Source: an optimization exercise on an open RTL-to-GDS flow (aim: small area, a short achievable clock period and few clock cycles). Production flows keep margins and buffers that such runs may drop.
At most, simulation tests tie the RTL to the original design; equivalence was not proved.
No functional check of the RTL was part of runs 1 and 5.

### flow/flow/run.sh
#!/bin/bash
set -euo pipefail
cat flow/extra.mk >> config.mk
bash standard.sh > standard_flow.log 2>&1
### flow/flow/extra.mk
export SETUP_SLACK_MARGIN = 9.5
export BUFFER_PORTS_ARGS = -buffer_cell sky130_fd_sc_hd__buf_2
### flow/standard.sh
#!/bin/bash
# synth_recipe.tcl (not shown) runs the flow's synth.tcl, then flattens the netlist and writes it again
# the make line also repeats each setting of config.mk as NAME=value (left out here)
make -C /OpenROAD-flow-scripts/flow DESIGN_CONFIG=/design/flow/config.mk WORK_HOME=/design/flow/orfs CLKGATE_MAP_FILE= SYNTH_SCRIPT=/design/flow/synth_recipe.tcl "${@:-finish}"
### flow/config.mk
export PLATFORM = sky130hd
export DESIGN_NAME = rational_arithmetic_unit
export DESIGN_NICKNAME = rational_arithmetic_unit
export VERILOG_FILES = /design/flow/design.v
export SDC_FILE = /design/flow/constraint.sdc
export NUM_CORES = 4
export LEC_CHECK = 0
export CAP_MARGIN = 20
export CORE_MARGIN = 2
export CORE_UTILIZATION = 25
export CTS_BUF_LIST = sky130_fd_sc_hd__clkbuf_8
export PLACE_DENSITY = 0.45
export SLEW_MARGIN = 20
export TNS_END_PERCENT = 5
export SETUP_SLACK_MARGIN = 9.5
export BUFFER_PORTS_ARGS = -buffer_cell sky130_fd_sc_hd__buf_2
### flow/constraint.sdc
create_clock -name core_clock -period 15.0 [get_ports {clk}]
set_input_delay 3.0000 -clock core_clock [delete_from_list [all_inputs] [get_ports {clk}]]
set_output_delay 3.0000 -clock core_clock [all_outputs]
set_load 0.01 [all_outputs]
### flow/design.v
package rau_pkg;
	typedef enum logic [2:0] {
		OP_ADD  = 3'd0,
		OP_SUB  = 3'd1,
		OP_MUL  = 3'd2,
		OP_DIV  = 3'd3,
		OP_NEG  = 3'd4,
		OP_INV  = 3'd5,
		OP_NORM = 3'd6,
		OP_EQ   = 3'd7
	} op_t;
	typedef enum logic [1:0] {
		ST_OK   = 2'd0,
		ST_OVF  = 2'd1,
		ST_ZERO = 2'd2
	} status_t;
endpackage
import rau_pkg::*;
module rational_arithmetic_unit
#(
	parameter int OPERAND_WIDTH = 32
) (
	input  logic                            clk,
	input  logic                            arst_n,
	input  logic                            in_valid,
	output logic                            in_stall,
	input  logic [2:0]                      operation,
	input  logic signed [OPERAND_WIDTH-1:0] a_num,
	input  logic signed [OPERAND_WIDTH-1:0] a_den,
	input  logic signed [OPERAND_WIDTH-1:0] b_num,
	input  logic signed [OPERAND_WIDTH-1:0] b_den,
	output logic                            out_valid,
	input  logic                            out_stall,
	output logic signed [OPERAND_WIDTH-1:0] res_num,
	output logic signed [OPERAND_WIDTH-1:0] res_den,
	output logic                            is_equal,
	output logic [1:0]                      status
);
	logic st_idle, st_triv, st_mul1, st_comb, st_mul2, st_gcd, st_fin;
	logic stall_q, ov_q;
	logic mmu_q, mmv_q;                  
	logic cadd_q;                        
	logic [2:0]  op_q;
	logic [31:0] r0_q, r1_q, r2_q, r3_q;  
	logic        zst_q;                  
	logic [7:0]  pos_q, t2_q;            
	logic        first_q;                
	logic [5:0]  du_q, dv_q;             
	logic        sn_q, rs_q, ovf_q, fnz_q;
	logic        zm_q, zd_q;             
	logic        pv_q, pru_q, pgs_q;     
	logic [2:0]  psh_q;
	logic [63:0] u_q, v_q;
	logic        eq_q;
	logic [1:0]  st_q;
	function automatic logic [3:0] wide(input logic [31:0] x);
		wide[0] = (x[31:3]  != {29{x[31]}});
		wide[1] = (x[31:7]  != {25{x[31]}});
		wide[2] = (x[31:15] != {17{x[31]}});
		wide[3] = (x[31:23] != {9{x[31]}});
	endfunction
	function automatic logic [7:0] top_pos(input logic [3:0] w);
		top_pos = w[3] ? 8'h80 : w[2] ? 8'h20 : w[1] ? 8'h08 : w[0] ? 8'h02 : 8'h01;
	endfunction
	function automatic logic [2:0] ctz7(input logic [6:0] x);
		integer i;
		ctz7 = 3'd7;
		for (i = 6; i >= 0; i = i - 1)
			if (x[i]) ctz7 = i;
	endfunction
	function automatic logic [2:0] booth(input logic [2:0] b);
		case (b)
			3'b001, 3'b010: booth = 3'b001;
			3'b011:         booth = 3'b010;
			3'b100:         booth = 3'b110;
			3'b101, 3'b110: booth = 3'b101;
			default:        booth = 3'b000;
		endcase
	endfunction
	function automatic logic [5:0] bpair(input logic [31:0] m, input logic [7:0] p,
			input logic c);
		logic [32:0] e;
		logic [4:0]  f;
		logic [2:0]  h, l;
		integer j;
		e = {m, 1'b0};
		f = 5'd0;
		for (j = 0; j < 8; j = j + 1)
			f = f | (e[4*j +: 5] & {5{p[j]}});
		h = booth(f[4:2]);
		l = booth(f[2:0]);
		bpair = {h[2] ^ c, h[1:0], l[2] ^ c, l[1:0]};
	endfunction
	function automatic logic [5:0] bpair_top(input logic [31:0] m, input logic [7:0] p,
			input logic c);
		logic [32:0] e;
		logic [5:0]  d;
		integer j;
		e = {m, 1'b0};
		d = 6'd0;
		for (j = 0; j < 8; j = j + 1)
			if (j == 0 || j == 1 || j == 3 || j == 5 || j == 7)
				d = d | ({booth(e[4*j+2 +: 3]), booth(e[4*j +: 3])} & {6{p[j]}});
		bpair_top = {d[5] ^ c, d[4:3], d[2] ^ c, d[1:0]};
	endfunction
	logic is_add, is_sub, is_mul, is_neg, is_norm, is_eq;
	always_comb begin
		is_add  = (op_q == OP_ADD) || (op_q == OP_SUB);
		is_sub  = (op_q == OP_SUB);
		is_mul  = (op_q == OP_MUL);
		is_neg  = (op_q == OP_NEG);
		is_norm = (op_q == OP_NORM);
		is_eq   = (op_q == OP_EQ);
	end
	logic        p_add, p_mul, p_div, p_neg, p_inv, p_norm, p_eq;
	logic        p_zero, p_triv, p_novf;
	logic [3:0]  p_wbn, p_wbd;
	logic [7:0]  p_t1, p_t2;
	logic [31:0] p_mplu, p_mplv;
	logic [5:0]  p_du, p_dv;
	always_comb begin
		p_add  = (operation == OP_ADD) || (operation == OP_SUB);
		p_mul  = (operation == OP_MUL);
		p_div  = (operation == OP_DIV);
		p_neg  = (operation == OP_NEG);
		p_inv  = (operation == OP_INV);
		p_norm = (operation == OP_NORM);
		p_eq   = (operation == OP_EQ);
		p_zero = !p_eq && ((a_den == 32'd0) ||
			((p_add || p_mul || p_div) && b_den == 32'd0) ||
			(p_div && b_num == 32'd0) || (p_inv && a_num == 32'd0));
		p_novf = p_neg && (a_num == 32'h8000_0000);
		p_triv = p_zero || p_neg || p_inv || p_eq;
		p_wbn  = wide(b_num);
		p_wbd  = wide(b_den);
		p_t1   = p_norm ? 8'h01 : top_pos(p_wbn | p_wbd);
		p_t2   = top_pos(p_wbd);
		p_mplu = p_mul ? b_num : b_den;
		p_mplv = p_mul ? b_den : b_num;
		if (p_zero || p_eq || p_novf) begin
			p_du = 6'b000000;
			p_dv = 6'b000000;
		end else if (p_neg) begin
			p_du = 6'b000101;
			p_dv = 6'b000001;
		end else if (p_inv) begin
			p_du = 6'b000001;
			p_dv = 6'b000001;
		end else if (p_norm) begin
			p_du = {3'b000, a_num[31], 2'b01};
			p_dv = {3'b000, a_den[31], 2'b01};
		end else begin
			p_du = bpair_top(p_mplu, p_t1, a_num[31] ^ p_mplu[31]);
			p_dv = bpair_top(p_mplv, p_t1, a_den[31] ^ p_mplv[31]);
		end
	end
	logic        mm_u, mm_v, comb_add, s_un, s_vn, e0, e1;
	logic [63:0] mh_u, ml_u, mh_v, ml_v, a_u, b_u, c_u, a_v, b_v, c_v;
	logic [63:0] cs_u, cc_u, cs_v, cc_v, x_u, y_u, x_v, y_v;
	logic [64:0] su, sv;
	always_comb begin
		mm_u = mmu_q;
		mm_v = mmv_q;
		s_un = r0_q[31] ^ r3_q[31];
		s_vn = r2_q[31] ^ r1_q[31] ^ is_sub;
		comb_add = st_comb && cadd_q;
		e0 = r0_q[31] && !st_fin;
		e1 = r1_q[31] && !st_fin;
		mh_u = du_q[4] ? {{31{e0}}, r0_q, 1'b0} :
			du_q[3] ? {{32{e0}}, r0_q} : 64'd0;
		ml_u = du_q[1] ? {{31{e0}}, r0_q, 1'b0} :
			du_q[0] ? {{32{e0}}, r0_q} : 64'd0;
		mh_v = dv_q[4] ? {{31{e1}}, r1_q, 1'b0} :
			dv_q[3] ? {{32{e1}}, r1_q} : 64'd0;
		ml_v = dv_q[1] ? {{31{e1}}, r1_q, 1'b0} :
			dv_q[0] ? {{32{e1}}, r1_q} : 64'd0;
		a_u = st_fin ? ({32'd0, r2_q} ^ {64{rs_q}}) :
			{first_q ? 60'd0 : u_q[59:0], 1'b0, du_q[5], 2'b00};
		b_u = {mh_u[61:0] ^ {62{du_q[5]}}, 1'b0, st_fin && rs_q};
		c_u = ml_u ^ {64{du_q[2]}};
		a_v = st_fin ? {32'd0, r3_q} :
			{first_q ? 60'd0 : v_q[59:0], 1'b0, dv_q[5], 2'b00};
		b_v = {mh_v[61:0] ^ {62{dv_q[5]}}, 2'b00};
		c_v = ml_v ^ {64{dv_q[2]}};
		cs_u = a_u ^ b_u ^ c_u;
		cc_u = {(a_u[62:0] & b_u[62:0]) | (a_u[62:0] & c_u[62:0]) | (b_u[62:0] & c_u[62:0]), 1'b0};
		cs_v = a_v ^ b_v ^ c_v;
		cc_v = {(a_v[62:0] & b_v[62:0]) | (a_v[62:0] & c_v[62:0]) | (b_v[62:0] & c_v[62:0]), 1'b0};
		x_u = mm_u ? cs_u : u_q;
		y_u = mm_u ? cc_u : comb_add ? v_q : ~v_q;
		x_v = mm_v ? cs_v : v_q;
		y_v = mm_v ? cc_v : ~u_q;
		su = {1'b0, x_u} + {1'b0, y_u} + {64'd0, mm_u ? du_q[2] : !comb_add};
		sv = {1'b0, x_v} + {1'b0, y_v} + {64'd0, mm_v ? dv_q[2] : 1'b1};
	end
	logic        u_odd, v_odd, uv_eq, u_zero, borrow, gcd_done;
	logic [6:0]  dlow;
	logic        both_odd, repl_u, repl_v, wr_u, wr_v, cof_u;
	logic [2:0]  sh, sh_u, sh_v, za, zb, cof_sh;
	logic [63:0] src_u, src_v, nu, nv;
	always_comb begin
		u_odd  = u_q[0];
		v_odd  = v_q[0];
		uv_eq  = (u_q == v_q);
		u_zero = (u_q == 64'd0);
		borrow = (u_q < v_q);
		dlow   = u_q[6:0] - v_q[6:0];
		gcd_done = u_zero || (u_odd && v_odd && uv_eq) || ovf_q;
		both_odd = u_odd && v_odd;
		repl_u = both_odd && !borrow;
		repl_v = both_odd && borrow;
		za     = u_odd ? 3'd0 : ctz7(u_q[6:0]);
		zb     = v_odd ? 3'd0 : ctz7(v_q[6:0]);
		sh     = ctz7(dlow);
		sh_u   = both_odd ? sh : za;
		sh_v   = both_odd ? sh : zb;
		wr_u   = both_odd ? repl_u : !u_odd;
		wr_v   = both_odd ? repl_v : !v_odd;
		cof_u  = both_odd ? repl_u : (za > zb);
		cof_sh = both_odd ? sh : (za > zb) ? za - zb : zb - za;
		src_u  = both_odd ? su[63:0] : u_q;
		src_v  = both_odd ? sv[63:0] : v_q;
		nu     = st_gcd ? (src_u >> sh_u) :
			(st_comb && !comb_add && borrow) ? sv[63:0] : su[63:0];
		nv     = st_gcd ? (src_v >> sh_v) : sv[63:0];
	end
	logic [31:0] x1, x2;
	logic [39:0] sh1, sh2;
	logic [32:0] sum1, sum2;
	logic        c_ovf, f_bad;
	always_comb begin
		x1    = pru_q ? r0_q : r2_q;
		x2    = pru_q ? r1_q : r3_q;
		sh1   = {8'd0, x1} << psh_q;
		sh2   = {8'd0, x2} << psh_q;
		sum1  = {1'b0, r0_q} + {1'b0, r2_q};
		sum2  = {1'b0, r1_q} + {1'b0, r3_q};
		c_ovf = (sh1[39:32] != 8'd0) || (sh2[39:32] != 8'd0) ||
			(pgs_q && (sum1[32] || sum2[32]));
		f_bad = ovf_q || (su[63:31] != {33{rs_q}}) || (sv[63:31] != 33'd0);
	end
	logic take, hold, init_cof, rs_new;
	logic n_idle, n_triv, n_mul1, n_comb, n_mul2, n_gcd, n_fin, n_ov;
	logic [7:0] pos_m1;
	logic [5:0] dn_u, dn_v;
	assign take = in_valid && !stall_q;
	assign hold = ov_q && out_stall;    
	always_comb begin
		n_idle = st_idle; n_triv = st_triv; n_mul1 = st_mul1; n_comb = st_comb;
		n_mul2 = st_mul2; n_gcd = st_gcd; n_fin = st_fin;
		init_cof = 1'b0;
		if (st_idle || (st_triv && !hold) || st_fin) begin
			n_triv = take && p_triv;
			n_mul1 = take && !p_triv;
			n_idle = !take;
			n_fin  = 1'b0;
		end
		if (!hold) begin
			if (st_mul1 && pos_q[0]) begin
				n_mul1 = 1'b0;
				n_comb = is_add;
				n_gcd  = !is_add;
				init_cof = !is_add;
			end
			if (st_comb) begin
				n_comb = 1'b0;
				n_mul2 = 1'b1;
			end
			if (st_mul2 && pos_q[0]) begin
				n_mul2 = 1'b0;
				n_gcd  = 1'b1;
				init_cof = 1'b1;
			end
			if (st_gcd && gcd_done) begin
				n_gcd = 1'b0;
				n_fin = 1'b1;
			end
		end
		n_ov = (st_triv && !hold) || st_fin || (ov_q && out_stall);
		rs_new = is_norm ? (r0_q[31] ^ r1_q[31]) :
			is_add ? (sn_q ^ r1_q[31] ^ r3_q[31]) :
			(r0_q[31] ^ r1_q[31] ^ r2_q[31] ^ r3_q[31]);
	end
	logic [31:0] mpl_u, mpl_v;
	always_comb begin
		pos_m1 = {1'b0, pos_q[7:1]};
		mpl_u = is_mul ? r2_q : r3_q;
		mpl_v = (st_mul1 && !is_mul) ? r2_q : r3_q;
		dn_u = 6'b000000;
		dn_v = 6'b000000;
		if (st_mul1) begin
			dn_u = bpair(mpl_u, pos_m1, r0_q[31] ^ mpl_u[31]);
			dn_v = bpair(mpl_v, pos_m1, r1_q[31] ^ mpl_v[31]);
		end else if (st_comb || st_mul2) begin
			dn_v = bpair(r3_q, st_comb ? pos_q : pos_m1, r1_q[31] ^ r3_q[31]);
		end else if (st_gcd) begin
			dn_u = rs_q ? 6'b000101 : 6'b000001;
			dn_v = 6'b000001;
		end
	end
	always_ff @(posedge clk or negedge arst_n) begin
		if (!arst_n) begin
			st_idle <= 1'b1;
			st_triv <= 1'b0;
			st_mul1 <= 1'b0;
			st_comb <= 1'b0;
			st_mul2 <= 1'b0;
			st_gcd  <= 1'b0;
			st_fin  <= 1'b0;
			ov_q    <= 1'b0;
			stall_q <= 1'b0;
			mmu_q   <= 1'b0;
			mmv_q   <= 1'b0;
		end else begin
			mmu_q   <= n_triv || n_mul1 || n_fin;
			mmv_q   <= n_triv || n_mul1 || n_mul2 || n_fin;
			st_idle <= n_idle;
			st_triv <= n_triv;
			st_mul1 <= n_mul1;
			st_comb <= n_comb;
			st_mul2 <= n_mul2;
			st_gcd  <= n_gcd;
			st_fin  <= n_fin;
			ov_q    <= n_ov;
			stall_q <= !(n_idle || n_fin || (n_triv && !n_ov));
		end
	end
	always_ff @(posedge clk) begin
		if (!hold) begin
			du_q <= dn_u;
			dv_q <= dn_v;
			cadd_q <= (s_un == s_vn);
			if (st_triv || st_mul1 || st_mul2 || st_fin) begin
				first_q <= 1'b0;
				v_q <= nv;
			end
			if (st_triv || st_mul1 || st_fin)
				u_q <= nu;
			if (st_mul1 || st_mul2)
				pos_q <= pos_m1;
			if (st_mul1 && pos_q[0])
				pos_q <= t2_q;
			if (st_triv) begin
				eq_q <= is_eq && (r0_q == r2_q) && (r1_q == r3_q);
				st_q <= zst_q ? ST_ZERO : is_neg && r0_q == 32'h8000_0000 ? ST_OVF : ST_OK;
				zm_q <= 1'b0;
				zd_q <= 1'b0;
			end
			if (st_comb) begin
				u_q <= nu;
				sn_q <= (comb_add || !borrow) ? s_un : s_vn;
				first_q <= 1'b1;
			end
			if (st_gcd && pv_q) begin
				if (c_ovf) ovf_q <= 1'b1;
				if (pru_q) begin
					r0_q <= sh1[31:0];
					r1_q <= sh2[31:0];
					if (pgs_q) begin
						r2_q <= sum1[31:0];
						r3_q <= sum2[31:0];
					end
				end else begin
					r2_q <= sh1[31:0];
					r3_q <= sh2[31:0];
					if (pgs_q) begin
						r0_q <= sum1[31:0];
						r1_q <= sum2[31:0];
					end
				end
			end
			if (st_gcd) begin
				pv_q  <= !gcd_done && (both_odd || za != zb);
				pru_q <= cof_u;
				pgs_q <= both_odd;
				psh_q <= cof_sh;
				if (gcd_done) begin
					fnz_q <= u_zero;
					first_q <= 1'b1;
				end else begin
					if (wr_u) u_q <= nu;
					if (wr_v) v_q <= nv;
				end
			end
			if (st_fin) begin
				eq_q <= 1'b0;
				st_q <= f_bad ? ST_OVF : ST_OK;
				zm_q <= f_bad || fnz_q;
				zd_q <= f_bad;
			end
			if (init_cof) begin
				r0_q <= 32'd1;
				r1_q <= 32'd0;
				r2_q <= 32'd0;
				r3_q <= 32'd1;
				rs_q <= rs_new;
				ovf_q <= 1'b0;
				pv_q <= 1'b0;
			end
		end
		if (take) begin
			op_q  <= operation;
			r0_q  <= p_inv ? a_den : a_num;
			r1_q  <= p_inv ? a_num : a_den;
			r2_q  <= b_num;
			r3_q  <= b_den;
			zst_q <= p_zero;
			pos_q <= p_t1;
			t2_q  <= p_t2;
			first_q <= 1'b1;
			du_q  <= p_du;
			dv_q  <= p_dv;
		end
	end
	assign in_stall  = stall_q;
	assign out_valid = ov_q;
	assign res_num   = u_q[31:0] & {32{!zm_q}};
	assign res_den   = v_q[31:0] & {32{!zd_q}};
	assign is_equal  = eq_q;
	assign status    = st_q;
endmodule
==> impl_metrics.py, run 1 <==
metrics = {
    "cts": {
        "clkSinkCount": 313,
        "numCtsBuffers": 71,
        "hold_buffers": 0,
        "clock_latency_ps": 830,
        "cts_max_level": 3,
        "cts_root_buf": "clkbuf_8",
        "clk_pin_slew_ps": 60,
        "cts_tree": "yes",
        "clockBufferDepth": 3,
    },
    "timing": {
        "setup_viol": 0,
        "tightestPinTransition_ps": 1270,
        "grt_setup_unrepaired": "yes",
        "skew_ps": 68.2,
        "maxSlewViolCount": 0,
        "finalCriticalPeriod_ps": 6130,
        "hold_viol": 0,
        "max-slew-margin-rel_pct": 14.7,
        "max_freq_ghz": 0.163,
        "tns_ps": 0,
        "post-route-period-util_pct": 40.9,
    },
    "layout": {
        "nNetsFinal": 7665,
        "fill_cells": 22900,
        "fin_area_um2": 64000,
        "drive_gt1_share_pct": 18.3,
        "syn2layout_area_growth_pct": 19.4,
    },
    "synthesis": {
        "ys_warn_count": 1,
        "syn_area_um2": 53600,
        "ys.flop_type": "edfxtp_1",
        "yosysMostFrequentCell": "nand2_1",
        "yosysUniqueCellTypes": 117,
        "postSynthCellCount": 6968,
        "ys_seq_area_share_pct": 17.4,
        "ys_top_cells_by_area": "edfxtp_1 17%, mux2i_1 8.1%, ha_1 7.9%",
        "syn_nets": 7546,
        "ys_top_cells_by_count": "1095 x nand2_1, 608 x a21oi_1, 598 x nor2_1, 454 x o21ai_0, 433 x mux2i_1",
        "avgSynthCellArea_um2": 7.69,
        "synth.top_cell.area_share_pct": 16.9,
        "yosysTopAreaCell": "edfxtp_1",
        "synth-edff-count": 301,
        "ys_seq_elements": 313,
        "synthArstFlopShare_pct": 3.51,
    },
    "grt": {
        "grtUsageMet2_pct": 41.6,
        "use_met3_pct": 4.30,
        "grt_pass1_vias": 55600,
        "grt_use_total_pct": 26.2,
        "grt_overflow": 0,
        "grt_max_degree": 154,
        "antenna_found_initial": 16,
        "grt_pass1_wl_um": 418000,
        "busiest_layer": "met2",
        "met1_usage_pct": 33.1,
    },
    "drt": {
        "route.antenna.remaining_nets": 0,
        "viasPerCell": 5.87,
        "routed_wl_um": 298000,
        "wl_per_cell_um": 29.8,
        "first_iter_violations": 6605,
        "vias": 58600,
        "dr.pass1.iters": 12,
        "route.detailed.drc": 0,
    },
    "run": {
        "drv_cap": 0,
    },
    "floorplan": {
        "dieArea_um2": 218000,
        "io_pins": 204,
        "num_rows": 169,
        "fp.dieH_um": 467,
        "die_width_um": 467,
        "core_area_um2": 213000,
        "start_util_pct": 25.2,
    },
    "placement": {
        "postPlaceCellArea_um2": 57600,
        "io_buffers": 203,
        "hpwl_um": 223000,
        "gp_congestion": 0.974,
    },
    "outcome": {
        "status": "complete, no violations",
    },
    "worst_setup_path": {
        "critPathLaunchType": "register",
        "path_class": "register to register",
        "critPathCaptureType": "register",
        "cp.required_ps": 15540,
        "cp.arrival_ps": 6670,
        "critPathMaxFanout": 23,
    },
    "worst_hold_path": {
        "hp-class": "register to register",
    },
}
what timing repair did:
action / 4_1_cts / 5_1_grt
pin swaps: 103 / 75
gates cloned: 13 / 4
setup endpoints to repair: 301 / 341
gates resized for setup: 405 / 236
setup buffers: 112 / 62
worst max-delay path, cell delays in order, from the launching register on:
cell	delay (ps)
dfrtp_4	480
buf_16	170
buf_4	220
buf_16	210
a22oi_1	110
fa_1	670
a21oi_1	100
ha_2	390
nand4_2	170
or3_4	430
or2_1	300
nor3_2	150
nor3_2	90
o21ai_2	200
xor2_2	150
or4_1	490
or4b_4	510
o21bai_4	240
and4b_2	350
o211ai_4	170
a21o_1	210
flip-flops by register name (all words and copies together) (netlist names), 5 cells and up:
register	cells
pos_q	8
t2_q	5
v_q	64
r1_q	32
du_q	6
r0_q	32
r2_q	32
dv_q	6
u_q	64
r3_q	32
layer usage:
layer | share of wire, % | wire length, µm
met3 | 7.7 | 22800
met5 | 0.012 | 35
met4 | 7.2 | 21500
met1 | 40 | 120000
met2 | 45 | 134000
through the flow:
stage | cells | util (%) | hold slack, ps | setup slack, ps
after floorplan | 6968 | - | 510 | 8310
after global placement | 9642 | 27.1 | 580 | 7250
after detailed placement | 9642 | 27.1 | 589 | 7250
after CTS | 9895 | 29.3 | 603 | 8980
after global routing | 9966 | 30.1 | 643 | 8800
final | 9974 | 30.1 | 616 | 8870
final timing paths:
check	startpoint	endpoint	slack [ps]	depth (start not counted)
max	st_fin	st_q[0]	8870	20
min	t2_q[3]	pos_q[3]	620	2
max reg2reg	st_fin	st_q[0]	8870	20
min reg2reg	t2_q[3]	pos_q[3]	620	2
max in group asynchronous	arst_n	mmv_q	12520	1
min in group asynchronous	arst_n	ov_q	2120	1
placed cells by master (no fill, tap or decap), types with 96 or more instances in the layout:
master / n
a21o_1: 123
a21oi_1: 556
a22oi_1: 96
buf_2: 201
buf_4: 289
edfxtp_1: 301
fa_1: 101
ha_1: 271
inv_1: 200
mux2i_1: 431
nand2_1: 1073
nor2_1: 573
nor3_1: 96
o21ai_0: 405
xnor2_1: 290
xor2_1: 137
cell families after synthesis:
kind of cell    after synthesis  share of synthesized area (%)
buf+inv                     698                           5.14
mux                         621                           14.0
flops                       313                           17.4
fa+ha+maj                   444                           11.8
compound gates             2062                           24.3
simple gates               2354                           19.5
xor+xnor                    476                           7.82
final cells by class:
cell class / instances / area, µm² / area share, %
multi-input cells: 5958 / 44400 / 69.3
repair buffers: 558 / 4530 / 7.08
inverters: 185 / 733 / 1.15
diodes: 11 / 27.5 / 0.0430
well taps: 2821 / 3530 / 5.52
flip-flops and latches: 313 / 9360 / 14.6
clock buffers: 76 / 1050 / 1.63
clock inverters: 52 / 409 / 0.639
==> run 2, diff against run 1 <==
--- a/flow/design.v
+++ b/flow/design.v
@@ -91,18 +91,6 @@
 		l = booth(f[2:0]);
 		bpair = {h[2] ^ c, h[1:0], l[2] ^ c, l[1:0]};
 	endfunction
-	function automatic logic [5:0] bpair_top(input logic [31:0] m, input logic [7:0] p,
-			input logic c);
-		logic [32:0] e;
-		logic [5:0]  d;
-		integer j;
-		e = {m, 1'b0};
-		d = 6'd0;
-		for (j = 0; j < 8; j = j + 1)
-			if (j == 0 || j == 1 || j == 3 || j == 5 || j == 7)
-				d = d | ({booth(e[4*j+2 +: 3]), booth(e[4*j +: 3])} & {6{p[j]}});
-		bpair_top = {d[5] ^ c, d[4:3], d[2] ^ c, d[1:0]};
-	endfunction
 	logic is_add, is_sub, is_mul, is_neg, is_norm, is_eq;
 	always_comb begin
 		is_add  = (op_q == OP_ADD) || (op_q == OP_SUB);
@@ -150,8 +138,8 @@
 			p_du = {3'b000, a_num[31], 2'b01};
 			p_dv = {3'b000, a_den[31], 2'b01};
 		end else begin
-			p_du = bpair_top(p_mplu, p_t1, a_num[31] ^ p_mplu[31]);
-			p_dv = bpair_top(p_mplv, p_t1, a_den[31] ^ p_mplv[31]);
+			p_du = bpair(p_mplu, p_t1, a_num[31] ^ p_mplu[31]);
+			p_dv = bpair(p_mplv, p_t1, a_den[31] ^ p_mplv[31]);
 		end
 	end
 	logic        mm_u, mm_v, comb_add, s_un, s_vn, e0, e1;
--- a/flow/config.mk
+++ b/flow/config.mk
@@ -9,7 +9,7 @@
 export CORE_MARGIN = 2
 export CORE_UTILIZATION = 25
 export CTS_BUF_LIST = sky130_fd_sc_hd__clkbuf_8
-export PLACE_DENSITY = 0.45
+export PLACE_DENSITY = 0.5
 export SLEW_MARGIN = 20
 export TNS_END_PERCENT = 5
 export SETUP_SLACK_MARGIN = 9.5
==> impl_metrics.py, run 2 <==
metrics = {
    "outcome": {
        "status": "complete, no violations",
    },
    "worst_setup_path": {
        "max_stage_delay_ps": 500,
        "cp.arrival_ps": 6520,
        "cp.required_ps": 15500,
        "critPathLaunchType": "input pin",
        "rrSetupSlack_ps": 9190,
        "critPathMaxFanout": 11,
        "path_class": "input pin to register",
        "crit_slowest_cell": "a21oi_1",
        "path_cells": "buf_2 > inv_1 > or3_1 > a21oi_1 > and3_1 > nand3b_1 > a21oi_1 > or4_1 > inv_1 > ha_1 > nor3_1 > nor2_1 > xnor2_1 > o221ai_1",
        "critPathCaptureType": "register",
    },
    "run": {
        "drv_cap": 0,
    },
    "drt": {
        "vias": 59100,
        "route.antenna.remaining_nets": 0,
        "route.detailed.drc": 0,
        "first_iter_violations": 7484,
        "wl_per_cell_um": 29.6,
        "viasPerCell": 5.96,
        "dr.pass1.iters": 20,
        "routed_wl_um": 294000,
    },
    "floorplan": {
        "start_util_pct": 25.1,
        "num_rows": 169,
        "dieArea_um2": 217000,
        "die_width_um": 466,
        "core_area_um2": 212000,
        "fp.dieH_um": 466,
        "io_pins": 204,
    },
    "layout": {
        "fin_area_um2": 64300,
        "most-common-layout-cells": "974 x nand2_1, 615 x nor2_1, 505 x a21oi_1",
        "nNetsFinal": 7583,
        "syn2layout_area_growth_pct": 20.6,
        "fin_cells": 9913,
        "reg_top3": "u_q: 64 flops, v_q: 64 flops",
        "drive_gt1_share_pct": 19.6,
        "postLayoutCoreUtil_pct": 30.3,
        "mostFrequentLayoutCell": "nand2_1",
    },
    "synthesis": {
        "yosysUniqueCellTypes": 117,
        "ys_warn_count": 1,
        "synth-edff-count": 301,
        "ys_top_cells_by_area": "edfxtp_1 17%, mux2i_1 8.0%, ha_1 7.2%",
        "ys_top_cells_by_count": "993 x nand2_1, 643 x nor2_1, 566 x a21oi_1, 427 x mux2i_1, 425 x o21ai_0",
        "yosysMostFrequentCell": "nand2_1",
        "ys_seq_elements": 313,
        "ys_seq_area_share_pct": 17.5,
        "yosysTopAreaCell": "edfxtp_1",
        "avgSynthCellArea_um2": 7.77,
        "synthArstFlopShare_pct": 3.51,
        "synth.top_cell.area_share_pct": 17.0,
        "syn_nets": 7406,
        "syn_area_um2": 53300,
        "postSynthCellCount": 6860,
        "ys.flop_type": "edfxtp_1",
    },
    "placement": {
        "io_buffers": 203,
        "gp_congestion": 0.982,
        "dp_cells": 9555,
        "dpl_worst_slack_ps": 6530,
        "hpwl_um": 219000,
        "postPlaceCellArea_um2": 57300,
    },
    "timing": {
        "setup_viol": 0,
        "finalCriticalPeriod_ps": 6010,
        "post-route-period-util_pct": 40.1,
        "tns_ps": 0,
        "tightestPinTransition_ps": 1250,
        "max_freq_ghz": 0.166,
        "skew_ps": 78.9,
        "maxSlewViolCount": 0,
        "fin_ws_ps": 8990,
        "hold_viol": 0,
        "fin_worst_hold_slack_ps": 613,
        "grt_setup_unrepaired": "yes",
        "max-slew-margin-rel_pct": 16.1,
    },
    "cts": {
        "cts_tree": "yes",
        "clockBufferDepth": 3,
        "clock_latency_ps": 830,
        "cts_max_level": 3,
        "clkSinkCount": 313,
        "clk_pin_slew_ps": 70,
        "cts_root_buf": "clkbuf_8",
        "numCtsBuffers": 67,
    },
    "grt": {
        "antenna_found_initial": 13,
        "grt_pass1_wl_um": 408000,
        "grt_max_degree": 98,
        "grt_use_total_pct": 25.6,
        "grt_overflow": 0,
        "grt_pass1_vias": 55100,
    },
    "worst_hold_path": {
        "hp-class": "register to register",
    },
}
==> run 2: changes by cell type after synthesis, sizes merged, moves of 32 or more <==
| cell | change |
|---|---|
| ha | -32 |
| nand2 | -101 |
| clkbuf | -68 |
| o21ai | -56 |
| nor2 | +45 |
| buf | +43 |
| a21oi | -41 |
==> run 2: final cells by class <==
class                      instances  area, µm²
tap                             2821       3530
multi-input combinational       5869      44500
timing repair buffer             593       4820
fill                           22700     148000
clock inverter                    44        264
sequential                       313       9350
clock buffer                      70        963
timing repair inverter             1       5.00
inverter                         192        773
antenna                           10       25.0
==> run 2: cell families after synthesis <==
logic type	after synthesis	synth area share, %
AND/OR/NAND/NOR	2335	19.6
AO/OA/AOI/OAI	2049	24.9
buffers and inverters	679	4.97
multiplexers	629	14.6
XOR/XNOR	443	7.28
adder cells (fa/ha/maj)	412	11.1
flip-flops	313	17.5
==> run 2: worst max-delay path, delay by kind of cell <==
family                   cells  cell delay, ps
AO/OA/AOI/OAI                3             990
XOR/XNOR                     1             210
buffers and inverters        3             410
AND/OR/NAND/NOR              6            1690
adder cells (fa/ha/maj)      1             220
==> run 2: worst paths after layout <==
path / start / cells after the start / to
worst max-delay path: b_num[31] / 14 / dv_q[5]
worst min-delay path: t2_q[1] / 2 / pos_q[1]
worst max register to register: st_fin / 20 / u_q[48]
worst min register to register: t2_q[1] / 2 / pos_q[1]
max in group asynchronous: arst_n / 1 / mmv_q
min in group asynchronous: arst_n / 1 / st_fin
==> run 2: routing by layer <==
| metal | routed length, µm | vias up | part of all wire, % | GRT usage (%) |
|---|---|---|---|---|
| met5 | 22 | - | 0.0075 | 0 |
| met4 | 19700 | 4 | 6.7 | 14.2 |
| met3 | 27200 | 737 | 9.2 | 4.48 |
| met2 | 130000 | 3434 | 44 | 39.9 |
| met1 | 117000 | 29200 | 40 | 33.3 |
| li1 | - | 25800 | - | - |
==> run 2: what timing repair did <==
action | 4_1_cts | 5_1_grt
gates cloned | 12 | 10
endpoints found under the hold margin | 0 | 0
setup endpoints to repair | 289 | 283
hold buffers | 0 | 0
resized for setup | 371 | 338
pin swaps | 92 | 138
buffers inserted | 96 | 116
Testbench counts of run 2, summed over its fixed seeds: cycles 29,318.
==> run 3, diff against run 2 <==
--- a/flow/config.mk
+++ b/flow/config.mk
@@ -9,7 +9,7 @@
 export CORE_MARGIN = 2
 export CORE_UTILIZATION = 25
 export CTS_BUF_LIST = sky130_fd_sc_hd__clkbuf_8
-export PLACE_DENSITY = 0.5
+export PLACE_DENSITY = 0.45
 export SLEW_MARGIN = 20
 export TNS_END_PERCENT = 5
 export SETUP_SLACK_MARGIN = 9.5
==> impl_metrics.py, run 3 <==
metrics = {
    "drt": {
        "route.antenna.remaining_nets": 0,
        "vias": 58600,
        "route.detailed.drc": 0,
        "routed_wl_um": 300000,
        "first_iter_violations": 7187,
        "viasPerCell": 5.90,
        "dr.pass1.iters": 25,
        "wl_per_cell_um": 30.2,
    },
    "cts": {
        "numCtsBuffers": 69,
        "cts_tree": "yes",
        "cts_max_level": 3,
        "cts_root_buf": "clkbuf_8",
        "clk_pin_slew_ps": 60,
        "clock_latency_ps": 830,
        "clkSinkCount": 313,
        "clockBufferDepth": 3,
    },
    "worst_setup_path": {
        "rrSetupSlack_ps": 9300,
        "rr_endpoint": "zm_q",
        "critPathMaxFanout": 12,
        "r2r-start": "st_fin",
        "cp.arrival_ps": 6370,
        "path_class": "input pin to register",
        "critPathLaunchType": "input pin",
        "cp.required_ps": 15530,
        "rr_worst_depth": 22,
        "critPathCaptureType": "register",
    },
    "layout": {
        "mostFrequentLayoutCell": "nand2_1",
        "fin_area_um2": 64300,
        "reg_top3": "u_q: 64 flops, v_q: 64 flops",
        "syn2layout_area_growth_pct": 20.6,
        "nNetsFinal": 7599,
        "drive_gt1_share_pct": 19.7,
        "most-common-layout-cells": "972 x nand2_1, 622 x nor2_1, 500 x a21oi_1",
    },
    "synthesis": {
        "synth-simple-area-share_pct": 19.6,
        "synth_top_family_by_area": "compound AO/OA/AOI/OAI gates",
        "syn_area_um2": 53300,
        "avgSynthCellArea_um2": 7.77,
        "yosysTopAreaCell": "edfxtp_1",
        "yosysUniqueCellTypes": 117,
        "synthXorXnorAreaFrac_pct": 7.28,
        "ys.flop_type": "edfxtp_1",
        "ys_warn_count": 1,
        "ys_top_cells_by_area": "edfxtp_1 17%, mux2i_1 8.0%, ha_1 7.2%",
        "synth-compound-area-share_pct": 24.9,
        "synth.top_cell.area_share_pct": 17.0,
        "ys_seq_area_share_pct": 17.5,
        "synth_fa_ha_area_share_pct": 11.1,
        "yosysMostFrequentCell": "nand2_1",
        "synth-edff-count": 301,
        "synthArstFlopShare_pct": 3.51,
        "syn_nets": 7406,
        "ys_seq_elements": 313,
        "yosys-mux-area-fraction_pct": 14.6,
        "postSynthCellCount": 6860,
        "ys_top_cells_by_count": "993 x nand2_1, 643 x nor2_1, 566 x a21oi_1, 427 x mux2i_1, 425 x o21ai_0",
    },
    "worst_hold_path": {
        "hold_start": "t2_q[7]",
        "holdPathStages": 1,
        "hp-class": "register to register",
        "hold_end": "pos_q[7]",
    },
    "grt": {
        "grt_pass1_vias": 55600,
        "antenna_found_initial": 12,
        "grt_pass1_wl_um": 420000,
        "grt_overflow": 0,
        "grt_use_total_pct": 26.4,
        "grt_max_degree": 142,
    },
    "timing": {
        "tns_ps": 0,
        "skew_ps": 61.9,
        "grt_setup_unrepaired": "yes",
        "tightestPinTransition_ps": 1310,
        "max-slew-margin-rel_pct": 12.4,
        "setup_viol": 0,
        "maxSlewViolCount": 0,
        "finalCriticalPeriod_ps": 5830,
        "hold_viol": 0,
        "max_freq_ghz": 0.171,
        "post-route-period-util_pct": 38.9,
    },
    "placement": {
        "io_buffers": 203,
        "postPlaceCellArea_um2": 57300,
        "hpwl_um": 225000,
        "gp_congestion": 0.974,
    },
    "floorplan": {
        "core_area_um2": 212000,
        "start_util_pct": 25.1,
        "num_rows": 169,
        "dieArea_um2": 217000,
        "die_width_um": 466,
        "io_pins": 204,
        "fp.dieH_um": 466,
    },
    "outcome": {
        "status": "complete, no violations",
    },
    "run": {
        "drv_cap": 0,
    },
}
==> run 3: cell counts after synthesis <==
No cell type changed its count.
==> run 3: worst max-delay path by stage <==
stage               endpoint      start
detailed placement      zm_q   r0_q[31]
finish               du_q[2]  b_den[31]
global placement        zm_q   r0_q[31]
global route         u_q[41]    du_q[3]
floorplan            r0_q[0]  out_stall
CTS                  v_q[56]    u_q[61]
==> run 3: stage by stage <==
step	util (%)	instances	setup WS, ps	hold slack, ps
after global routing	30.3	9928	9080	613
after global placement	27.0	9552	6520	536
after CTS	29.4	9825	9190	574
after floorplan	-	6860	8310	497
after detailed placement	27.0	9553	6500	556
final	30.3	9932	9170	573
==> run 3: cell type report <==
type / instances / area (µm²)
fillers: 22800 / 148000
diodes: 6 / 15.0
well taps: 2821 / 3530
multi-input cells: 5869 / 44200
inverters: 192 / 806
repair buffers: 608 / 4960
flip-flops and latches: 313 / 9350
clock inverters: 49 / 435
clock buffers: 74 / 1020
==> run 3: metal layers <==
metal	global-route usage (%)	routed length, µm
met1	33.7	120000
met2	41.9	134000
met3	4.65	25800
met4	15.1	20600
met5	0	54
==> run 3: critical path: stages <==
cell and delay [ps]:
buf_2 280, clkinvlp_4 240, nor3_2 370, o22ai_1 200
and4_2 370, a22oi_1 420, nor2_1 110, nor4_2 340
nor2_1 150, nor2_1 130, xor2_1 150, a21oi_1 60
o32ai_1 530
==> run 3: cell families (layout without fill, tap and decap cells) <==
group / count (synthesis) / count (layout)
buffers and inverters: 679 / 923
other: 0 / 6
adders and majority gates: 412 / 412
AOI/OAI and AO/OA: 2049 / 2049
xor gates and xnor gates: 443 / 443
DFF: 313 / 313
and+or+nand+nor: 2335 / 2336
muxes: 629 / 629
==> run 3: repair_timing <==
item,in CTS,in global routing
gates cloned,16,5
hold buffers,0,0
endpoints found under the setup margin,156,146
buffers inserted,133,95
resized for setup,453,219
pin swaps,104,68
==> run 4, diff against run 3 <==
--- a/flow/config.mk
+++ b/flow/config.mk
@@ -11,6 +11,6 @@
 export CTS_BUF_LIST = sky130_fd_sc_hd__clkbuf_8
 export PLACE_DENSITY = 0.45
 export SLEW_MARGIN = 20
-export TNS_END_PERCENT = 5
+export TNS_END_PERCENT = 15
 export SETUP_SLACK_MARGIN = 9.5
 export BUFFER_PORTS_ARGS = -buffer_cell sky130_fd_sc_hd__buf_2
==> impl_metrics.py, run 4 <==
metrics = {
    "placement": {
        "hpwl_um": 225000,
        "gp_congestion": 0.974,
        "dp_cells": 9553,
        "dpl_worst_slack_ps": 6500,
        "io_buffers": 203,
        "postPlaceCellArea_um2": 57300,
    },
    "grt": {
        "grt_overflow": 0,
        "grt_use_total_pct": 26.5,
        "grt_max_degree": 142,
        "antenna_found_initial": 6,
        "grt_pass1_wl_um": 421000,
        "use_met3_pct": 4.71,
        "busiest_layer": "met2",
        "met1_usage_pct": 33.8,
        "grtUsageMet2_pct": 41.6,
        "grt_pass1_vias": 55600,
    },
    "timing": {
        "max-slew-margin-rel_pct": 8.98,
        "setup_viol": 0,
        "hold_viol": 0,
        "max_freq_ghz": 0.175,
        "fin_ws_ps": 9270,
        "post-route-period-util_pct": 38.2,
        "finalCriticalPeriod_ps": 5730,
        "maxSlewViolCount": 0,
        "grt_setup_unrepaired": "yes",
        "skew_ps": 67.8,
        "tightestPinTransition_ps": 1370,
        "tns_ps": 0,
    },
    "synthesis": {
        "postSynthCellCount": 6860,
        "ys_top_cells_by_count": "993 x nand2_1, 643 x nor2_1, 566 x a21oi_1, 427 x mux2i_1, 425 x o21ai_0",
        "synthArstFlopShare_pct": 3.51,
        "syn_nets": 7406,
        "yosysTopAreaCell": "edfxtp_1",
        "synth.top_cell.area_share_pct": 17.0,
        "ys_seq_area_share_pct": 17.5,
        "ys.flop_type": "edfxtp_1",
        "synth-edff-count": 301,
        "yosysMostFrequentCell": "nand2_1",
        "ys_top_cells_by_area": "edfxtp_1 17%, mux2i_1 8.0%, ha_1 7.2%",
        "syn_area_um2": 53300,
        "yosysUniqueCellTypes": 117,
        "avgSynthCellArea_um2": 7.77,
        "ys_warn_count": 1,
        "ys_seq_elements": 313,
    },
    "worst_setup_path": {
        "cp.arrival_ps": 6250,
        "critPathCaptureType": "register",
        "path_class": "register to register",
        "critPathMaxFanout": 8,
        "critPathLaunchType": "register",
        "cp.required_ps": 15520,
        "rrSetupSlack_ps": 9270,
        "r2r-start": "st_fin",
        "rr_worst_depth": 23,
        "rr_endpoint": "zm_q",
    },
    "layout": {
        "multi_input_area_um2": 45200,
        "syn2layout_area_growth_pct": 23.6,
        "fin_area_um2": 65900,
        "most-common-layout-cells": "965 x nand2_1, 615 x nor2_1, 470 x a21oi_1",
        "nNetsFinal": 7660,
        "regArea_um2": 9350,
        "reg_top3": "u_q: 64 flops, v_q: 64 flops",
        "fill_cells": 22700,
        "drive_gt1_share_pct": 22.2,
        "mostFrequentLayoutCell": "nand2_1",
        "fin_cells": 9991,
    },
    "cts": {
        "clockBufferDepth": 3,
        "clkSinkCount": 313,
        "cts_max_level": 3,
        "clk_pin_slew_ps": 70,
        "hold_buffers": 0,
        "cts_root_buf": "clkbuf_8",
        "clock_latency_ps": 830,
        "cts_tree": "yes",
        "numCtsBuffers": 69,
    },
    "worst_hold_path": {
        "hold_end": "pos_q[7]",
        "holdPathStages": 1,
        "hold_start": "t2_q[7]",
        "hp-class": "register to register",
    },
    "floorplan": {
        "dieArea_um2": 217000,
        "die_width_um": 466,
        "io_pins": 204,
        "start_util_pct": 25.1,
        "num_rows": 169,
        "fp.dieH_um": 466,
        "core_area_um2": 212000,
    },
    "drt": {
        "first_iter_violations": 6499,
        "wl_per_cell_um": 30.3,
        "route.antenna.remaining_nets": 0,
        "vias": 58900,
        "route.detailed.drc": 0,
        "dr.pass1.iters": 25,
        "routed_wl_um": 302000,
        "viasPerCell": 5.90,
    },
    "outcome": {
        "status": "complete, no violations",
    },
    "run": {
        "drv_cap": 0,
    },
}
[run 4: cell counts after synthesis]
Identical to the previous run, type by type.
[run 4: cells by family after synthesis]
family,after synthesis,share of synthesized area [%]
AND/OR/NAND/NOR,2335,19.6
AO/OA/AOI/OAI,2049,24.9
buffers and inverters,679,4.97
multiplexers,629,14.6
XOR/XNOR,443,7.28
adder cells (fa/ha/maj),412,11.1
flip-flops,313,17.5
[run 4: repair_timing]
item,in CTS,in global routing
gates resized for setup,476,447
pin swaps,107,149
setup endpoints to repair,156,146
endpoints found under the hold margin,0,0
buffers inserted,148,139
cloned,16,7
[run 4: routing by layer]
layer / wire, µm / part of all wire, % / vias to the layer above
li1: - / - / 25900
met4: 21600 / 7.1 / 6
met2: 135000 / 45 / 3234
met3: 25100 / 8.3 / 687
met1: 121000 / 40 / 29100
met5: 92 / 0.030 / -
[run 4: critical path, cell delays in order (launching register included)]
cell and delay, ps:
dfrtp_2 430, buf_12 160, nor2_4 140, buf_12 170, buf_4 140, buf_6 120, a22oi_1 80, fa_1 470
mux2i_2 260, ha_4 250, nand2_1 150, o32ai_4 430, o21ai_0 230, o211a_4 240, o41ai_4 370, xor2_1 110
buf_4 180, or3_4 380, nor4_4 200, and4_1 230, nand4_1 100, buf_4 180, nor4_4 280, a31oi_1 120
[run 4: stage by stage]
step / hold slack, ps / util (%)
after floorplan: 497 / -
after global placement: 536 / 27.0
after detailed placement: 556 / 27.0
after CTS: 574 / 29.5
after global routing: 613 / 31.1
final: 571 / 31.1
[run 4: layout make-up]
type / count / share of cell area [%]
Multi-Input combinational cell: 5869 / 68.6
Inverter: 192 / 1.23
Antenna cell: 4 / 0.0152
Sequential cell: 313 / 14.2
Tap cell: 2821 / 5.35
Clock buffer: 74 / 1.54
Clock inverter: 49 / 0.660
Timing Repair Buffer: 669 / 8.44
[run 4: worst max-delay path by stage]
| stage | startpoint | endpoint | slack [ps] |
|---|---|---|---|
| 4_1_cts | out_stall | r0_q[20] | 9190 |
| 3_5_place_dp | r0_q[31] | zm_q | 6500 |
| 3_3_place_gp | r0_q[31] | zm_q | 6520 |
| 2_1_floorplan | out_stall | r0_q[0] | 8310 |
| 6_report | st_fin | zm_q | 9270 |
| 5_1_grt | st_fin | zm_q | 9090 |
==> run 5, diff against run 4 <==
--- a/flow/design.v
+++ b/flow/design.v
@@ -43,6 +43,7 @@
 	logic [2:0]  op_q;
 	logic [31:0] r0_q, r1_q, r2_q, r3_q;  
 	logic        zst_q;                  
+	logic        same_q;                 
 	logic [7:0]  pos_q, t2_q;            
 	logic        first_q;                
 	logic [5:0]  du_q, dv_q;             
@@ -101,8 +102,8 @@
 		is_eq   = (op_q == OP_EQ);
 	end
 	logic        p_add, p_mul, p_div, p_neg, p_inv, p_norm, p_eq;
-	logic        p_zero, p_triv, p_novf;
-	logic [3:0]  p_wbn, p_wbd;
+	logic        p_zero, p_triv, p_novf, p_same;
+	logic [3:0]  p_wad, p_wbn, p_wbd;
 	logic [7:0]  p_t1, p_t2;
 	logic [31:0] p_mplu, p_mplv;
 	logic [5:0]  p_du, p_dv;
@@ -119,12 +120,14 @@
 			(p_div && b_num == 32'd0) || (p_inv && a_num == 32'd0));
 		p_novf = p_neg && (a_num == 32'h8000_0000);
 		p_triv = p_zero || p_neg || p_inv || p_eq;
+		p_same = p_add && (a_den == b_den);
+		p_wad  = wide(a_den);
 		p_wbn  = wide(b_num);
 		p_wbd  = wide(b_den);
-		p_t1   = p_norm ? 8'h01 : top_pos(p_wbn | p_wbd);
-		p_t2   = top_pos(p_wbd);
+		p_t1   = (p_norm || p_same) ? 8'h01 : top_pos((p_add ? p_wad : p_wbn) | p_wbd);
+		p_t2   = p_same ? 8'h01 : top_pos(p_wbd);
 		p_mplu = p_mul ? b_num : b_den;
-		p_mplv = p_mul ? b_den : b_num;
+		p_mplv = p_mul ? b_den : p_add ? a_den : b_num;
 		if (p_zero || p_eq || p_novf) begin
 			p_du = 6'b000000;
 			p_dv = 6'b000000;
@@ -137,9 +140,12 @@
 		end else if (p_norm) begin
 			p_du = {3'b000, a_num[31], 2'b01};
 			p_dv = {3'b000, a_den[31], 2'b01};
+		end else if (p_same) begin
+			p_du = {3'b000, a_num[31], 2'b01};
+			p_dv = {3'b000, b_num[31], 2'b01};
 		end else begin
 			p_du = bpair(p_mplu, p_t1, a_num[31] ^ p_mplu[31]);
-			p_dv = bpair(p_mplv, p_t1, a_den[31] ^ p_mplv[31]);
+			p_dv = bpair(p_mplv, p_t1, (p_add ? b_num[31] : a_den[31]) ^ p_mplv[31]);
 		end
 	end
 	logic        mm_u, mm_v, comb_add, s_un, s_vn, e0, e1;
@@ -279,8 +285,11 @@
 		if (st_mul1) begin
 			dn_u = bpair(mpl_u, pos_m1, r0_q[31] ^ mpl_u[31]);
 			dn_v = bpair(mpl_v, pos_m1, r1_q[31] ^ mpl_v[31]);
+		end else if (st_comb && same_q) begin
+			dn_v = {3'b000, r2_q[31], 2'b01};
 		end else if (st_comb || st_mul2) begin
-			dn_v = bpair(r3_q, st_comb ? pos_q : pos_m1, r1_q[31] ^ r3_q[31]);
+			dn_v = bpair(r3_q, st_comb ? pos_q : pos_m1,
+				(st_comb ? r2_q[31] : r1_q[31]) ^ r3_q[31]);
 		end else if (st_gcd) begin
 			dn_u = rs_q ? 6'b000101 : 6'b000001;
 			dn_v = 6'b000001;
@@ -335,6 +344,7 @@
 				zd_q <= 1'b0;
 			end
 			if (st_comb) begin
+				r1_q <= r2_q;
 				u_q <= nu;
 				sn_q <= (comb_add || !borrow) ? s_un : s_vn;
 				first_q <= 1'b1;
@@ -389,10 +399,11 @@
 		if (take) begin
 			op_q  <= operation;
 			r0_q  <= p_inv ? a_den : a_num;
-			r1_q  <= p_inv ? a_num : a_den;
-			r2_q  <= b_num;
+			r1_q  <= p_inv ? a_num : p_add ? b_num : a_den;
+			r2_q  <= p_add ? a_den : b_num;
 			r3_q  <= b_den;
 			zst_q <= p_zero;
+			same_q <= p_same;
 			pos_q <= p_t1;
 			t2_q  <= p_t2;
 			first_q <= 1'b1;
--- a/flow/config.mk
+++ b/flow/config.mk
@@ -11,6 +11,6 @@
 export CTS_BUF_LIST = sky130_fd_sc_hd__clkbuf_8
 export PLACE_DENSITY = 0.45
 export SLEW_MARGIN = 20
-export TNS_END_PERCENT = 15
+export TNS_END_PERCENT = 5
 export SETUP_SLACK_MARGIN = 9.5
 export BUFFER_PORTS_ARGS = -buffer_cell sky130_fd_sc_hd__buf_2
==> impl_metrics.py, run 5 <==
metrics = {
    "outcome": {
        "status": "complete, no violations",
    },
    "grt": {
        "antenna_found_initial": 17,
        "grt_pass1_vias": 59400,
        "grt_max_degree": 150,
        "grt_use_total_pct": 27.7,
        "grt_pass1_wl_um": 454000,
        "grt_overflow": 0,
    },
    "worst_setup_path": {
        "setup.worst_path.start": "a_den[31]",
        "r2r-start": "st_fin",
        "rr_endpoint": "u_q[33]",
        "critPathMaxFanout": 10,
        "path_class": "input pin to register",
        "critPathLaunchType": "input pin",
        "rr_worst_depth": 17,
        "crit_slowest_cell": "or4_2",
        "path_buf_inv": 2,
        "critPathCaptureType": "register",
        "path_cells": "buf_4 > inv_1 > ha_1 > or3_1 > a221o_1 > nand2_2 > nand2_4 > or4_2 > o21ai_0 > a21oi_1 > xor2_1 > o21ai_1 > o21ai_0",
        "rrSetupSlack_ps": 8990,
        "path_delay_family": "simple AND/OR/NAND/NOR gates",
        "cp_common_cell": "o21ai_0",
        "max_stage_delay_ps": 800,
        "cp.arrival_ps": 6630,
        "cp.depth": 13,
        "endpoint": "dv_q[0]",
        "cp.required_ps": 15560,
    },
    "drt": {
        "vias": 63200,
        "dr.pass1.iters": 10,
        "routed_wl_um": 327000,
        "first_iter_violations": 8187,
        "wl_per_cell_um": 30.9,
        "route.detailed.drc": 0,
        "viasPerCell": 5.97,
        "route.antenna.remaining_nets": 0,
    },
    "layout": {
        "fin_area_um2": 66100,
        "mostFrequentLayoutCell": "nand2_1",
        "syn2layout_area_growth_pct": 18.8,
        "most-common-layout-cells": "1218 x nand2_1, 614 x nor2_1, 578 x a21oi_1",
        "reg_top3": "u_q: 64 flops, v_q: 64 flops",
        "postLayoutCoreUtil_pct": 29.8,
        "fill_cells": 24100,
        "nNetsFinal": 8109,
        "drive_gt1_share_pct": 17.6,
    },
    "cts": {
        "cts_max_level": 3,
        "clock_latency_ps": 850,
        "numCtsBuffers": 72,
        "clkSinkCount": 314,
        "clk_pin_slew_ps": 70,
        "cts_root_buf": "clkbuf_8",
        "cts_tree": "yes",
        "clockBufferDepth": 3,
    },
    "timing": {
        "finalCriticalPeriod_ps": 6070,
        "maxSlewViolCount": 0,
        "skew_ps": 86.7,
        "tns_ps": 0,
        "setup_viol": 0,
        "max-slew-margin-rel_pct": 13.6,
        "tightestPinTransition_ps": 1290,
        "grt_setup_unrepaired": "yes",
        "post-route-period-util_pct": 40.4,
        "hold_viol": 0,
        "max_freq_ghz": 0.165,
    },
    "synthesis": {
        "ys.flop_type": "edfxtp_1",
        "yosysMostFrequentCell": "nand2_1",
        "syn_nets": 8010,
        "synthXorXnorAreaFrac_pct": 7.31,
        "avgSynthCellArea_um2": 7.45,
        "synth-edff-count": 302,
        "synth_top_family_by_area": "compound AO/OA/AOI/OAI gates",
        "ys_seq_elements": 314,
        "ys_warn_count": 1,
        "synth-simple-area-share_pct": 21.6,
        "yosys-mux-area-fraction_pct": 13.0,
        "yosysUniqueCellTypes": 103,
        "synthArstFlopShare_pct": 3.50,
        "postSynthCellCount": 7463,
        "yosysTopAreaCell": "edfxtp_1",
        "syn_area_um2": 55600,
        "synth_fa_ha_area_share_pct": 10.7,
        "ys_seq_area_share_pct": 16.8,
        "ys_top_cells_by_count": "1244 x nand2_1, 646 x nor2_1, 620 x a21oi_1, 558 x o21ai_0, 459 x clkbuf_1",
        "synth-compound-area-share_pct": 25.4,
        "ys_top_cells_by_area": "edfxtp_1 16%, nand2_1 8.4%, mux2i_1 7.1%",
        "synth.top_cell.area_share_pct": 16.3,
    },
    "placement": {
        "gp_congestion": 1.00,
        "io_buffers": 203,
        "hpwl_um": 247000,
        "postPlaceCellArea_um2": 60100,
    },
    "floorplan": {
        "die_width_um": 476,
        "io_pins": 204,
        "num_rows": 173,
        "fp.dieH_um": 476,
        "start_util_pct": 25.1,
        "dieArea_um2": 226000,
        "core_area_um2": 222000,
    },
    "worst_hold_path": {
        "hp-class": "register to register",
    },
    "run": {
        "drv_cap": 0,
    },
}
-- run 5: cell types whose count changed after synthesis, moves of 19 or more --
cell      delta
nand2_1    +251
o21ai_0    +133
clkbuf_1   +113
nand3_1     +58
a21oi_1     +54
buf_2       -40
mux2i_1     -35
o22ai_1     -34
nor3_1      +32
a22o_1      -28
o221ai_1    +27
o21ai_1     -26
a211oi_1    +19
-- run 5: area by class of cell --
| type | instances | area, µm² | area share (%) |
|---|---|---|---|
| inverters | 193 | 802 | 1.21 |
| flip-flops and latches | 314 | 9390 | 14.2 |
| well taps | 2975 | 3720 | 5.63 |
| diodes | 8 | 20.0 | 0.0303 |
| clock buffers | 77 | 1060 | 1.60 |
| repair buffers | 579 | 4530 | 6.85 |
| multi-input cells | 6402 | 46300 | 70.0 |
| clock inverters | 45 | 269 | 0.407 |
-- run 5: worst min-delay path: stages (launching register included) --
cell	delay, ps
edfxtp_1	370
nand2_1	60
o21ai_0	60
-- run 5: through the flow --
stage | setup WS [ps] | hold slack (ps) | cells
finish | 8930 | 606 | 10600
CTS | 9060 | 608 | 10500
floorplan | 8650 | 533 | 7463
global placement | 6380 | 584 | 10300
detailed placement | 6510 | 592 | 10300
global route | 8870 | 635 | 10600
-- run 5: what timing repair did --
item                                    CTS  global route
setup buffers                            92            74
pin swaps                                83            71
cloned                                   12             2
hold buffers                              0             0
endpoints found under the setup margin  150           166
resized for setup                       398           212
-- run 5: kinds of logic (layout without fill, tap and decap cells) --
| family | count (synthesis) | in the layout |
|---|---|---|
| AOI/OAI and AO/OA | 2223 | 2224 |
| muxes | 588 | 588 |
| other | 0 | 8 |
| DFF | 314 | 314 |
| buffers and inverters | 750 | 894 |
| and+or+nand+nor | 2712 | 2714 |
| xor gates and xnor gates | 463 | 463 |
| adders and majority gates | 413 | 413 |
-- run 5: worst min path at each step --
stage / from / end / slack, ps / depth (start not counted)
after floorplan: st_triv / ov_q / 530 / 2
after global placement: v_q[0] / v_q[0] / 580 / 2
after detailed placement: v_q[0] / v_q[0] / 590 / 2
after CTS: v_q[0] / v_q[0] / 610 / 2
after global routing: v_q[0] / v_q[0] / 640 / 2
final: v_q[0] / v_q[0] / 610 / 2
-- run 5: layer usage --
layer,track usage (%),vias to the layer above,wire [µm]
met4,19.8,10,28000
met5,0,-,58
met3,4.32,883,26400
li1,-,27700,-
met2,43.3,3632,144000
met1,34.7,31000,129000

[what the ideal ports hide]
In the flow no input, the clock included, has a driving cell. The finished layouts below were timed again as built, in two steps.
Step 1 assumes that a clkbuf_16 drives the clock port and a buf_2 every other input.
Step 2 moves the port delays by t, midway between the first and last clock arrival at a register: inputs arrive t later, outputs are due t later. That takes back most of the time a late clock gives input paths.
a / b / c = ideal ports / drivers / drivers and shift; a / b = the first two.
run	shift t [ns]	setup slack, ns	hold slack, ns	worst data-port slew with drivers (ns)
run 1	0.877	8.869 / 8.869 / 8.280	0.616 / 0.616 / 0.616	0.07
run 2	0.877	8.985 / 9.034 / 8.158	0.613 / 0.613 / 0.613	0.10
run 3	0.883	9.166 / 9.226 / 8.343	0.573 / 0.573 / 0.573	0.10
run 4	0.886	9.273 / 9.273 / 8.595	0.571 / 0.571 / 0.571	0.10
run 5	0.891	8.934 / 8.988 / 8.098	0.606 / 0.606 / 0.606	0.05
After both steps setup and hold are still met in every run listed. The setup slack of run 5, which loses most, moves by +0.054 ns with the drivers and by -0.836 ns with both steps.
